This is an optimization exercise on Yosys and OpenROAD, whose aim is small area and a short achievable clock period, not a production implementation. In this exercise RTL edits were held to simulation tests only and were not proved equivalent to the original. Power figures rest on the tool's default switching activity, not on a simulated workload.

build 46:
Design gp_imem, start of the top module:
module gp_imem (
  input  logic        clk,
  input  logic        rst,
  input  logic [29:0] addr,
  input  logic        stall,
  output logic [31:0] inst,
  output logic        ready,
  input  logic        reload,
  input  logic        wr_en,
  input  logic [29:0] wr_addr,
  input  logic [31:0] wr_data,
  output logic        wr_ack,
  output logic        wr_err,
  output logic        par_err
);
  localparam int DEPTH = 64;
  localparam int BOOT_WORDS = gp_imem_pkg::BOOT_WORDS_DEF;
  logic        run_q;           
  logic        boot_q;          
  logic [31:0] boot_word_q;     
  logic [5:0]  boot_idx_q;      
  logic [5:0]  ra_q;            
  logic        ra_hi_q;         
  logic [31:0] inst_a_qn, inst_b_qn;  
  logic        wr_ack_q, wr_err_q;
  logic [31:0] mem [DEPTH];
  logic [31:0] mem_d [DEPTH];
  logic [31:0] boot_word, wdata, inst_a_dn, inst_b_dn;
  logic        boot_last, wr_accept, wr_hi, host_wen, run_d, ra_hi_d, rd_en;
  logic        hit, boot_hit, host_hit, kill, take;
  logic [5:0]  ra_d, boot_idx_d;
  logic [DEPTH-1:0] we, keep, rsel_a, rsel_b;
  gp_imem_boot_rom u_boot_rom (
    .idx  (boot_idx_d),
    .word (boot_word)
  );
  assign boot_last = (boot_idx_q == 6'(BOOT_WORDS - 1));
  assign wr_accept = run_q & ~reload & wr_en;
  assign wr_hi     = |wr_addr[29:6];
  assign host_wen  = wr_accept & ~wr_hi;
  assign run_d     = run_q ? ~reload : boot_last;
  ...
For scale: about 5900 cells after synthesis, ~2200 flip-flops, about 76000 um^2 of cells after synthesis.
clock: 5.5 ns
lec_check: 0
cap_margin: 20
core_margin: 2
core_utilization: 45
cts_buf_list: sky130_fd_sc_hd__clkbuf_8
cts_cluster_diameter: 60
cts_cluster_size: 15
setup_slack_margin: 2.5
slew_margin: 75
synth_hierarchical: 1
standard.sh (not shown) runs the stock make flow with config.mk's settings and CLKGATE_MAP_FILE= SYNTH_SCRIPT=/design/flow/synth_recipe.tcl, a recipe that flattens the netlist after the stock synthesis.
==> flow/flow/run.sh <==
#!/bin/bash
# Standard layout, with buf_4 as the port buffer instead of the cell buffer_ports picks by itself
# (a delay cell that repair_timing cannot resize out of its footprint).
set -euo pipefail
export BUFFER_PORTS_ARGS="-buffer_cell sky130_fd_sc_hd__buf_4"
bash standard.sh > standard.log 2>&1
#### Input delta (build 10 over build 46)
# build 46
export LEC_CHECK = 0
export CAP_MARGIN = 20
export CORE_MARGIN = 2
export CORE_UTILIZATION = 45
export CTS_BUF_LIST = sky130_fd_sc_hd__clkbuf_8
export CTS_CLUSTER_DIAMETER = 60
export CTS_CLUSTER_SIZE = 15
export SETUP_SLACK_MARGIN = 2.5
export SLEW_MARGIN = 75
export SYNTH_HIERARCHICAL = 1
create_clock -name core_clock -period 5.5 [get_ports {clk}]
# build 10
export LEC_CHECK = 0
export CAP_MARGIN = 20
export CORE_MARGIN = 2
export CORE_UTILIZATION = 45
export CTS_BUF_LIST = sky130_fd_sc_hd__clkbuf_8
export CTS_CLUSTER_DIAMETER = 60
export CTS_CLUSTER_SIZE = 15
export SETUP_SLACK_MARGIN = 2.5
export SLEW_MARGIN = 55
export SYNTH_HIERARCHICAL = 1
create_clock -name core_clock -period 5.5 [get_ports {clk}]
Looking at sequential share of layout area, build 10 sits 3.6 points higher than build 46 does.
Build 10 ends up with a worst hold slack after final layout that is 0.33 ns lower than in build 46.
Comparing build 46 and build 10, the lower final core utilization is on build 10.
Looking only at total wire length after detailed routing, and setting everything else aside, the lower value of build 46 and build 10 goes to build 10.
Build 46 and build 10 ended up with nearly the same sequential logic power.
From build 46 to build 10 the numbers moved as follows: part of the cycle the worst path needs grew by 0.83 points, net count reported at finish shrank by about 7%.
A critical path start-end classification of flip-flop to flip-flop is what build 10 shows, while input pin to flip-flop belongs to build 46.
Going from build 46 to build 10, buffer count excluding the clock tree in the final layout shrinks by about 55%.
Diff build 46 -> build 10 | power drawn by the combinational cells | down by a little under 10%
Setup slack: build 10 less than build 46
[inputs] build 25 vs build 10
# build 10
export LEC_CHECK = 0
export CAP_MARGIN = 20
export CORE_MARGIN = 2
export CORE_UTILIZATION = 45
export CTS_BUF_LIST = sky130_fd_sc_hd__clkbuf_8
export CTS_CLUSTER_DIAMETER = 60
export CTS_CLUSTER_SIZE = 15
export SETUP_SLACK_MARGIN = 2.5
export SLEW_MARGIN = 55
export SYNTH_HIERARCHICAL = 1
create_clock -name core_clock -period 5.5 [get_ports {clk}]
# build 25
export LEC_CHECK = 0
export CAP_MARGIN = 20
export CORE_MARGIN = 2
export CORE_UTILIZATION = 52
export CTS_CLUSTER_DIAMETER = 80
export CTS_CLUSTER_SIZE = 20
export PLACE_DENSITY = 0.65
export SETUP_SLACK_MARGIN = 2.5
export SLEW_MARGIN = 65
export SYNTH_HIERARCHICAL = 1
create_clock -name core_clock -period 5.5 [get_ports {clk}]
==> run summary <==
- Going from build 10 to build 25, global routing met3 resource utilization higher, met3 wire length increased 10000 um, peak fanout along the critical path now sits lower.
- Build 25 vs build 10 on chip height: build 25 is the lower one.
- Of build 10 and build 25, build 25 shows the higher overall power consumption, with build 10 below it.
- Cmp build 10 and build 25 / global-route usage / higher: build 25
- Setup slack of the critical path after layout delta (build 25 -> build 10): insignificant

==> separate check: timing with driven ports <==
The results above use ideal ports. As a check the final layouts listed here were re-extracted and re-timed, cells and wires unchanged. Step 1 (the two cells are an assumption about what drives the block):
set clk [get_ports {clk}]
set_driving_cell -lib_cell sky130_fd_sc_hd__clkbuf_16 $clk
set_driving_cell -lib_cell sky130_fd_sc_hd__buf_2 [delete_from_list [all_inputs] $clk]
Step 2 also shifts input and output timing later by t, the mid clock arrival at the registers, as if the neighbouring blocks saw the same clock. Three values: no drivers, after step 1, after step 2; two values: the first two.
run | t (ns) | setup slack, ns | hold WS [ns] | worst setup path at the end | worst data-port slew with drivers (ns)
build 46 | 1.053 | 2.398 / 2.324 / 1.358 | 0.390 / 0.346 / 0.485 | input to register | 0.12
build 10 | 1.057 | 2.352 / 2.275 / 1.218 | 0.058 / 0.018 / 0.489 | input to register | 0.27
build 25 | 0.867 | 2.353 / 2.131 / 1.264 | 0.078 / 0.045 / 0.488 | input to register | 0.34
After both steps every run listed still meets setup and hold. The setup slack of build 10, which loses most, moves by -0.077 ns with the drivers and by -1.134 ns with both steps.
